Context: an optimization exercise on an open-source flow, tuned for small area, a short achievable clock period and few clock cycles per item. The choices shown serve that exercise and are no tape-out recipe.
In this exercise RTL edits were held to simulation tests only and were not proved equivalent to the original.
Power is estimated from default activity; no workload was simulated.

fjord:
==> flow/design.v (excerpt) <==
module fp_mult_unit
(
    input  logic                clk,
    input  logic                rst_n,
    input  logic                clk_en,
    input  logic                start,
    input  logic [FP_WIDTH-1:0] dataa,
    input  logic [FP_WIDTH-1:0] datab,
    output logic [FP_WIDTH-1:0] result,
    output logic                done,
    output logic                busy
);
Size: roughly 2,100 cells after synthesis, about 100 I/O pins, ~0.018 mm² of cells after synthesis.
Settings: LEC_CHECK=0, ABC_AREA=1, CAP_MARGIN=20, CORE_MARGIN=2, CORE_UTILIZATION=60, CTS_BUF_LIST=sky130_fd_sc_hd__clkbuf_4 sky130_fd_sc_hd__clkbuf_8, PLACE_DENSITY=0.7, SLEW_MARGIN=20; clock period 12.0 ns.
standard.sh (not shown) runs the stock make flow with config.mk's settings and CLKGATE_MAP_FILE= SYNTH_SCRIPT=/design/flow/synth_recipe.tcl, a recipe that flattens the netlist after the stock synthesis.
==> flow/flow/run.sh <==
#!/bin/bash
# Own layout flow: the standard flow, with three changes.
#  1. The ports are buffered with buf_4 instead of the buffer buffer_ports
#     picks by default (the inputs fan out straight into the multiplier).
#  2. Between synthesis and floorplan, flow/fixinv.py re-polarises the full
#     adders of the standard synthesis (a full adder is self-dual) so that
#     fewer inverters sit between them; registers and logic function are
#     unchanged.
#  3. Timing repair aims at 5.3 ns of setup slack.
#  4. After synthesis, the slow low-power inverters and delay buffers are kept
#     out of the resizer's choices.
set -euo pipefail
cd "$(dirname "$0")/.."
export BUFFER_PORTS_ARGS="-buffer_cell sky130_fd_sc_hd__buf_4"
R=orfs/results/sky130hd/fp_mult_unit/base
bash standard.sh synth > synth.log 2>&1
cp $R/1_2_yosys.v 1_2_yosys.standard.v
python3 flow/fixinv.py 1_2_yosys.standard.v 1_2_yosys.fixinv.v > fixinv.log 2>&1
cp 1_2_yosys.fixinv.v $R/1_2_yosys.v
rm -f $R/1_synth.odb $R/1_synth.sdc
export SETUP_SLACK_MARGIN=5.3
export DONT_USE_CELLS="sky130_fd_sc_hd__clkinvlp_2 sky130_fd_sc_hd__clkinvlp_4 sky130_fd_sc_hd__clkdlybuf4s15_1 sky130_fd_sc_hd__clkdlybuf4s15_2 sky130_fd_sc_hd__clkdlybuf4s18_1 sky130_fd_sc_hd__clkdlybuf4s18_2 sky130_fd_sc_hd__clkdlybuf4s25_1 sky130_fd_sc_hd__clkdlybuf4s25_2 sky130_fd_sc_hd__clkdlybuf4s50_1 sky130_fd_sc_hd__clkdlybuf4s50_2"
bash standard.sh > layout.log 2>&1
Other scripts of this flow, unchanged in this note and not shown: flow/flow/fixinv.py
fjord: done, clean on timing, DRC and antenna
Testbench counts of fjord, summed over its fixed seeds: cycles 8,000, items 8,000.
Input changes introduced in onyx (baseline for comparison: fjord):
# fjord
export LEC_CHECK = 0
export ABC_AREA = 1
export CAP_MARGIN = 20
export CORE_MARGIN = 2
export CORE_UTILIZATION = 60
export CTS_BUF_LIST = sky130_fd_sc_hd__clkbuf_4 sky130_fd_sc_hd__clkbuf_8
export PLACE_DENSITY = 0.7
export SLEW_MARGIN = 20
create_clock -name core_clock -period 12.0 [get_ports {clk}]
# onyx
export LEC_CHECK = 0
export ABC_AREA = 1
export CAP_MARGIN = 20
export CORE_MARGIN = 2
export CORE_UTILIZATION = 60
export PLACE_DENSITY = 0.7
export SLEW_MARGIN = 20
create_clock -name core_clock -period 12.0 [get_ports {clk}]
diff --git a/flow/flow/run.sh b/flow/flow/run.sh
--- a/flow/flow/run.sh
+++ b/flow/flow/run.sh
@@ -9 +9 @@
-#  3. Timing repair aims at 5.3 ns of setup slack.
+#  3. Timing repair aims at 5.8 ns of setup slack.
@@ -21 +21 @@
-export SETUP_SLACK_MARGIN=5.3
+export SETUP_SLACK_MARGIN=5.8
[summary]
From fjord to onyx the numbers moved as follows: total length of routed met2 wires picked up an extra about 11%; routed wire length picked up an extra 15%; final critical-path share of the clock period lost 3.0 points; minimum clock period after layout lost 0.36 ns.
Relative to fjord, global-route total usage across every layer has increased by 2.5 points in onyx.
Compared to fjord, onyx has total length of routed met3 wires about 33% higher.
[inputs] indigo vs onyx
# onyx
export LEC_CHECK = 0
export ABC_AREA = 1
export CAP_MARGIN = 20
export CORE_MARGIN = 2
export CORE_UTILIZATION = 60
export PLACE_DENSITY = 0.7
export SLEW_MARGIN = 20
create_clock -name core_clock -period 12.0 [get_ports {clk}]
# indigo
export LEC_CHECK = 0
export ABC_AREA = 1
export CAP_MARGIN = 0
export CORE_MARGIN = 2
export CORE_UTILIZATION = 60
export PLACE_DENSITY = 0.7
export SETUP_SLACK_MARGIN = 5
export SLEW_MARGIN = 0
create_clock -name core_clock -period 12.0 [get_ports {clk}]
diff --git a/flow/flow/run.sh b/flow/flow/run.sh
--- a/flow/flow/run.sh
+++ b/flow/flow/run.sh
@@ -9,2 +9 @@
-#  3. Timing repair aims at 5.8 ns of setup slack.
-#  4. After synthesis, the slow low-power inverters and delay buffers are kept
+#  3. After synthesis, the slow low-power inverters and delay buffers are kept
@@ -21 +19,0 @@
-export SETUP_SLACK_MARGIN=5.8
--- outcome ---
- Diff indigo and onyx: synthesis-to-finish area growth higher in onyx
- Where post-layout instance area is concerned, onyx is outperformed by indigo.
- The post-CTS clock slew at the launch and capture registers of the worst setup and hold paths on onyx is in line with that on indigo.
- The final worst slack of indigo falls short of that of onyx by 0.57 ns.
- In the tables for indigo and onyx, wire length reads higher with onyx.
- Side by side, global-route wire length before repair turned out lower in indigo than in onyx.
- Any difference in clock insertion delay at the later pin of the skew report between indigo and onyx is small enough to ignore.
#### Input delta (nickel over indigo)
# indigo
export LEC_CHECK = 0
export ABC_AREA = 1
export CAP_MARGIN = 0
export CORE_MARGIN = 2
export CORE_UTILIZATION = 60
export PLACE_DENSITY = 0.7
export SETUP_SLACK_MARGIN = 5
export SLEW_MARGIN = 0
create_clock -name core_clock -period 12.0 [get_ports {clk}]
# nickel
export LEC_CHECK = 0
export ABC_AREA = 1
export CAP_MARGIN = 20
export CORE_MARGIN = 2
export CORE_UTILIZATION = 60
export CTS_BUF_LIST = sky130_fd_sc_hd__clkbuf_4 sky130_fd_sc_hd__clkbuf_8
export CTS_CLUSTER_DIAMETER = 150
export CTS_CLUSTER_SIZE = 40
export PLACE_DENSITY = 0.7
export SLEW_MARGIN = 20
create_clock -name core_clock -period 12.0 [get_ports {clk}]
diff --git a/flow/flow/run.sh b/flow/flow/run.sh
--- a/flow/flow/run.sh
+++ b/flow/flow/run.sh
@@ -9 +9,2 @@
-#  3. After synthesis, the slow low-power inverters and delay buffers are kept
+#  3. Timing repair aims at 5.5 ns of setup slack.
+#  4. After synthesis, the slow low-power inverters and delay buffers are kept
@@ -19,0 +21 @@
+export SETUP_SLACK_MARGIN=5.5
## What came out
According to the power report, total power for nickel is higher than for indigo. Going from indigo to nickel, final worst-path setup slack picked up an extra 0.40 ns; wire length after detailed routing picked up an extra 4.8%; global placement routability congestion lost about 5%.
diff inputs: nickel => sierra
# nickel
export LEC_CHECK = 0
export ABC_AREA = 1
export CAP_MARGIN = 20
export CORE_MARGIN = 2
export CORE_UTILIZATION = 60
export CTS_BUF_LIST = sky130_fd_sc_hd__clkbuf_4 sky130_fd_sc_hd__clkbuf_8
export CTS_CLUSTER_DIAMETER = 150
export CTS_CLUSTER_SIZE = 40
export PLACE_DENSITY = 0.7
export SLEW_MARGIN = 20
create_clock -name core_clock -period 12.0 [get_ports {clk}]
# sierra
export LEC_CHECK = 0
export ABC_AREA = 1
export CAP_MARGIN = 20
export CORE_MARGIN = 2
export CORE_UTILIZATION = 60
export CTS_BUF_LIST = sky130_fd_sc_hd__clkbuf_4 sky130_fd_sc_hd__clkbuf_8
export PLACE_DENSITY = 0.7
export SLEW_MARGIN = 20
create_clock -name core_clock -period 12.0 [get_ports {clk}]
==> comparison <==
The final layout from sierra, which completed every stage, passed the timing, DRC and antenna checks at the end of the flow.
Total die area: nickel vs sierra identical
Between nickel and sierra, the proportion of power drawn by the clock network figures differ only marginally.
Cell area after technology mapping: nickel vs sierra, no meaningful difference

afterwards: timing with drivers on the ports:
The flow's constraints put no driver on any port. The routed layouts listed below were extracted and timed again, unchanged, in two steps.
Step 1, drivers: a clkbuf_16 drives clk and a buf_2 each remaining input, both assumed.
Step 2 also shifts input and output timing later by t, the mid clock arrival at the registers, as if the neighbouring blocks saw the same clock.
Three values: no drivers, after step 1, after step 2; two values: the first two.
run	shift t [ns]	setup WS [ns]	worst register clock-pin slew, ns	worst data-port slew with drivers (ns)	pins driven straight from the clock port
fjord	0.434	5.379 / 5.399 / 4.965	0.11 / 0.11	0.04	1
onyx	0.407	5.738 / 5.671 / 5.263	0.08 / 0.08	0.19	1
indigo	0.403	5.171 / 5.196 / 4.793	0.08 / 0.08	0.04	1
nickel	0.426	5.573 / 5.587 / 5.160	0.10 / 0.10	0.06	1
sierra	0.426	5.573 / 5.587 / 5.160	0.10 / 0.10	0.06	1
After both steps every run listed still meets setup and hold. The setup slack of onyx, which loses most, moves by -0.067 ns with the drivers and by -0.475 ns with both steps.
